From an optimization exercise on the open Yosys and OpenROAD flow, aimed at small area, a short achievable clock period and few clock cycles; shortcuts taken in it are not production practice.
RTL that was checked went through simulation tests only; none was proved equivalent to the original.
Power and IR drop assume default switching activity.

run 3:
==> flow/design.v <==
`timescale 1ns/1ps
`default_nettype none
package mem_pkg;
  localparam int MEM_TAG_BITS     = 4;
  localparam int NUM_MEM_TAGS     = 1 << MEM_TAG_BITS;
  localparam int WORD_OFFSET_BITS = 3;   
  localparam int ICACHE_IDX_BITS  = 5;
  localparam int ICACHE_TAG_BITS  = 8;
  typedef enum logic [1:0] {
    BUS_NONE  = 2'h0,
    BUS_LOAD  = 2'h1,
    BUS_STORE = 2'h2
  } bus_command_e;
  typedef logic [MEM_TAG_BITS-1:0] mem_tag_t;   
  typedef logic [63:0]             addr_t;
  typedef logic [63:0]             word_t;
  typedef enum logic [0:0] {
    DATA_LOAD  = 1'b0,
    DATA_STORE = 1'b1
  } data_op_e;
  typedef struct packed {
    addr_t addr;
  } fetch_req_t;
  typedef struct packed {
    data_op_e op;
    addr_t    addr;
    word_t    data;
  } data_req_t;
  typedef struct packed {
    bus_command_e command;
    addr_t        addr;
    word_t        data;
  } bus_req_t;
  typedef struct packed {
    mem_tag_t response;   
    mem_tag_t tag;        
    word_t    data;
  } bus_rsp_t;
endpackage
`default_nettype wire
`timescale 1ns/1ps
`default_nettype none
module mem_front_top #(
  parameter int QUEUE_DEPTH = 4
) (
  input  logic         clock,
  input  logic         reset,
  input  logic         fetch_req,           
  input  logic [63:0]  fetch_addr,
  output logic         fetch_ack,
  output logic [63:0]  fetch_data,
  input  logic         data_req,            
  input  logic [128:0] data_cmd,            
  output logic         data_ack,
  output logic [63:0]  load_data,
  output logic [1:0]   proc2mem_command,
  output logic [63:0]  proc2mem_addr,
  output logic [63:0]  proc2mem_data,
  input  logic [3:0]   mem2proc_response,
  input  logic [63:0]  mem2proc_data,
  input  logic [3:0]   mem2proc_tag
);
  logic       own_f;     
  logic       f_acked;   
  logic       f_pend;    
  logic [3:0] f_tag;
  logic       d_pend;    
  logic f_bid, d_bid, d_store, accepted, f_ret, d_ret;
  assign d_store  = data_cmd[128];
  assign f_bid    = own_f && fetch_req && !f_pend;
  assign d_bid    = !own_f && data_req && !d_pend;
  assign accepted = (mem2proc_response != 4'd0);
  assign proc2mem_command = {d_bid && d_store, f_bid || (d_bid && !d_store)};
  assign proc2mem_addr    = {data_cmd[127:80] & {48{!own_f}},
                             own_f ? fetch_addr[15:3] : data_cmd[79:67],
                             data_cmd[66:64]};
  assign proc2mem_data    = data_cmd[63:0];
  logic [3:0] tag_x;
  logic       tag_eq, tag_nz;
  assign tag_x  = mem2proc_tag ^ f_tag;
  assign tag_eq = !(tag_x[0] || tag_x[1] || tag_x[2] || tag_x[3]);
  assign tag_nz = mem2proc_tag[0] || mem2proc_tag[1] || mem2proc_tag[2] || mem2proc_tag[3];
  assign f_ret  = f_pend && tag_eq;
  assign d_ret  = d_pend && tag_nz && !tag_eq;
  assign fetch_ack  = f_ret;
  assign fetch_data = mem2proc_data;
  assign data_ack   = d_ret || (d_bid && d_store && accepted);
  assign load_data  = mem2proc_data;
  always_ff @(posedge clock) begin
    if (reset) begin
      own_f   <= 1'b0;
      f_acked <= 1'b0;
      f_pend  <= 1'b0;
      d_pend  <= 1'b0;
    end else begin
      own_f   <= f_acked || (fetch_req && !f_pend && !(f_bid && accepted) && !f_ret);
      f_acked <= f_ret;
      if (f_ret) f_pend <= 1'b0;
      else if (f_bid && accepted) f_pend <= 1'b1;
      if (d_ret) d_pend <= 1'b0;
      else if (d_bid && !d_store && accepted) d_pend <= 1'b1;
    end
  end
  always_ff @(posedge clock) begin
    if (reset || f_ret) f_tag <= 4'd0;
    else if (f_bid && accepted) f_tag <= mem2proc_response;
  end
endmodule
`default_nettype wire
Settings: LEC_CHECK=0, CAP_MARGIN=20, CORE_AREA=5 5 180 180, CTS_BUF_LIST=sky130_fd_sc_hd__clkbuf_2, DIE_AREA=0 0 185 185, SETUP_SLACK_MARGIN=2.68, SLEW_MARGIN=20; clock period 6.0 ns.
standard.sh (not shown) runs the stock make flow with config.mk's settings and CLKGATE_MAP_FILE= SYNTH_SCRIPT=/design/flow/synth_recipe.tcl, a recipe that flattens the netlist after the stock synthesis.
==> flow/flow/run.sh <==
#!/bin/bash
# The standard layout, with the smallest buffer on every port.
set -euo pipefail
export BUFFER_PORTS_ARGS="-buffer_cell sky130_fd_sc_hd__buf_1"
bash standard.sh > standard.log 2>&1
Testbench counts of run 3, summed over its fixed seeds: cycles 24,588.
Changes in run 5 relative to run 3:
diff --git a/flow/design.v b/flow/design.v
--- a/flow/design.v
+++ b/flow/design.v
@@ -72,9 +72,9 @@
   assign accepted = (mem2proc_response != 4'd0);
   assign proc2mem_command = {d_bid && d_store, f_bid || (d_bid && !d_store)};
   assign proc2mem_addr    = {data_cmd[127:80] & {48{!own_f}},
                              own_f ? fetch_addr[15:3] : data_cmd[79:67],
-                             data_cmd[66:64]};
+                             3'b000};
   assign proc2mem_data    = data_cmd[63:0];
   logic [3:0] tag_x;
   logic       tag_eq, tag_nz;
   assign tag_x  = mem2proc_tag ^ f_tag;
No run among run 5 and run 3 stopped early or left any final violation; all are clean. Power in run 5 is 0.35% lower than in run 3. Run 5 -> run 3: utilization after layout flat. Re largest net degree at the start of global routing: run 3 was lower than run 5. Changes observed in run 5 relative to run 3: met1 capacity usage during global routing saw little to no change; global placer's final weighted congestion lost 2.5%; total wire length after detailed routing rose about 1.8%; final count of hold timing violations did not really move; average via count per standard cell dropped 0.048. Run 3 -> run 5: number of buffers added by the clock tree synthesis step delta 0, exact match. Portion of total power attributed to combinational logic is higher on run 5. Finished layout cell area: run 5 vs run 3 — no meaningful difference. On non-clock buffer instance count of the final layout, run 5 and run 3 are basically level. Where reg-to-reg setup timing slack is concerned, run 3 is outperformed by run 5.
Testbench counts of run 5, summed over its fixed seeds: cycles 24,588.


mem_front_top, a different RTL version from the one above (not shown whole).
Size: roughly 310 cells after synthesis, roughly 8 flip-flops, ~530 I/O pins, about 2400 µm² of cells after synthesis.
==> module mem_front_top, before the edit <==
module mem_front_top #(
  parameter int QUEUE_DEPTH = 4
) (
  input  logic         clock,
  input  logic         reset,
  input  logic         fetch_req,           
  input  logic [63:0]  fetch_addr,
  output logic         fetch_ack,
  output logic [63:0]  fetch_data,
  input  logic         data_req,            
  input  logic [128:0] data_cmd,            
  output logic         data_ack,
  output logic [63:0]  load_data,
  output logic [1:0]   proc2mem_command,
  output logic [63:0]  proc2mem_addr,
  output logic [63:0]  proc2mem_data,
  input  logic [3:0]   mem2proc_response,
  input  logic [63:0]  mem2proc_data,
  input  logic [3:0]   mem2proc_tag
);
  logic       own_f;     
  logic       f_acked;   
  logic       f_pend;    
  logic [3:0] f_tag;
  logic       d_pend;    
  logic f_bid, d_bid, d_store, accepted, f_ret, d_ret;
  assign d_store  = data_cmd[128];
  assign f_bid    = own_f && fetch_req && !f_pend;
  assign d_bid    = !own_f && data_req && !d_pend;
  assign accepted = (mem2proc_response != 4'd0);
  assign proc2mem_command = {d_bid && d_store, f_bid || (d_bid && !d_store)};
  assign proc2mem_addr    = {data_cmd[127:80] & {48{!own_f}},
                             own_f ? fetch_addr[15:3] : data_cmd[79:67],
                             3'b000};
  assign proc2mem_data    = data_cmd[63:0];
  logic [3:0] tag_x;
  logic       tag_eq, tag_nz;
  assign tag_x  = mem2proc_tag ^ f_tag;
  assign tag_eq = !(tag_x[0] || tag_x[1] || tag_x[2] || tag_x[3]);
  assign tag_nz = mem2proc_tag[0] || mem2proc_tag[1] || mem2proc_tag[2] || mem2proc_tag[3];
  assign f_ret  = f_pend && tag_eq;
  assign d_ret  = d_pend && tag_nz && !tag_eq;
  assign fetch_ack  = f_ret;
  assign fetch_data = mem2proc_data;
  assign data_ack   = d_ret || (d_bid && d_store && accepted);
  assign load_data  = mem2proc_data;
  always_ff @(posedge clock) begin
    if (reset) begin
      own_f   <= 1'b0;
      f_acked <= 1'b0;
      f_pend  <= 1'b0;
      d_pend  <= 1'b0;
    end else begin
      own_f   <= f_acked || (fetch_req && !f_pend && !(f_bid && accepted) && !f_ret);
      f_acked <= f_ret;
      if (f_bid && accepted) f_pend <= 1'b1;
      else if (f_acked) f_pend <= 1'b0;
      if (d_ret) d_pend <= 1'b0;
      else if (d_bid && !d_store && accepted) d_pend <= 1'b1;
    end
  end
  always_ff @(posedge clock) begin
    if (reset) f_tag <= 4'd0;
    else if (f_bid && accepted) f_tag <= mem2proc_response;
    else if (f_acked) f_tag <= 4'd0;
  end
endmodule
export LEC_CHECK = 0
export CAP_MARGIN = 20
export CORE_AREA = 5 5 180 180
export CTS_BUF_LIST = sky130_fd_sc_hd__clkbuf_2
export DIE_AREA = 0 0 185 185
export SETUP_SLACK_MARGIN = 2.68
export SLEW_MARGIN = 20
create_clock -name core_clock -period 6.0 [get_ports {clock}]
Scripts as last shown in full above: flow/flow/run.sh
Next try:
--- a/flow/design.v
+++ b/flow/design.v
@@ -75,13 +75,8 @@
                              own_f ? fetch_addr[15:3] : data_cmd[79:67],
                              3'b000};
   assign proc2mem_data    = data_cmd[63:0];
-  logic [3:0] tag_x;
-  logic       tag_eq, tag_nz;
-  assign tag_x  = mem2proc_tag ^ f_tag;
-  assign tag_eq = !(tag_x[0] || tag_x[1] || tag_x[2] || tag_x[3]);
-  assign tag_nz = mem2proc_tag[0] || mem2proc_tag[1] || mem2proc_tag[2] || mem2proc_tag[3];
-  assign f_ret  = f_pend && tag_eq;
-  assign d_ret  = d_pend && tag_nz && !tag_eq;
+  assign f_ret = f_pend && (mem2proc_tag == f_tag);
+  assign d_ret = d_pend && (mem2proc_tag != 4'd0) && !f_ret;
   assign fetch_ack  = f_ret;
   assign fetch_data = mem2proc_data;
   assign data_ack   = d_ret || (d_bid && d_store && accepted);
@@ -95,16 +90,14 @@
     end else begin
       own_f   <= f_acked || (fetch_req && !f_pend && !(f_bid && accepted) && !f_ret);
       f_acked <= f_ret;
-      if (f_bid && accepted) f_pend <= 1'b1;
-      else if (f_acked) f_pend <= 1'b0;
+      if (f_ret) f_pend <= 1'b0;
+      else if (f_bid && accepted) f_pend <= 1'b1;
       if (d_ret) d_pend <= 1'b0;
       else if (d_bid && !d_store && accepted) d_pend <= 1'b1;
     end
   end
   always_ff @(posedge clock) begin
-    if (reset) f_tag <= 4'd0;
-    else if (f_bid && accepted) f_tag <= mem2proc_response;
-    else if (f_acked) f_tag <= 4'd0;
+    if (f_bid && accepted) f_tag <= mem2proc_response;
   end
 endmodule
 `default_nettype wire
=> The changed run completed without violations; design area grows by a few percent; via count stays the same; clock-buffer cell count grows by 1; die area does not change; routed wire length shrinks by a few percent; final cell count grows slightly; global-route usage shrinks by 0.53 points; core utilization grows by 0.33 points; sequential share of layout area grows by 1.5 points; first-iteration DRC count shrinks by well over a third; worst hold slack degrades by 0.084 ns; worst setup slack degrades by 0.24 ns.
No run of this note included a check of the RTL's function; only the layout flow was run.

afterwards: timing with drivers on the ports:
In the flow no input, the clock included, has a driving cell. The finished layouts below were timed again as built, in two steps. Step 1 (the two cells are an assumption about what drives the block):
set clk [get_ports {clock}]
set_driving_cell -lib_cell sky130_fd_sc_hd__clkbuf_16 $clk
set_driving_cell -lib_cell sky130_fd_sc_hd__buf_2 [delete_from_list [all_inputs] $clk]
Step 2 moves the port delays by t, midway between the first and last clock arrival at a register: inputs arrive t later, outputs are due t later. That takes back most of the time a late clock gives input paths. Three values: ideal, step 1, step 2; two values: the first two.
run | t (ns) | setup WS [ns] | worst setup path at the end | worst slew at a driven data input, ns
run 3 | 0.252 | 2.737 / 2.706 / 2.706 | input to output | 0.18
run 5 | 0.247 | 2.739 / 2.716 / 2.716 | input to output | 0.19
the first run of note 2 | 0.271 | 2.738 / 2.684 / 2.684 | input to output | 0.17
the second run of note 2 | 0.246 | 2.502 / 2.450 / 2.450 | input to output | 0.18
After both steps every run listed still meets setup and hold. For the first run of note 2, which loses most, drivers alone change the setup slack by -0.054 ns; drivers and shift together by -0.054 ns.
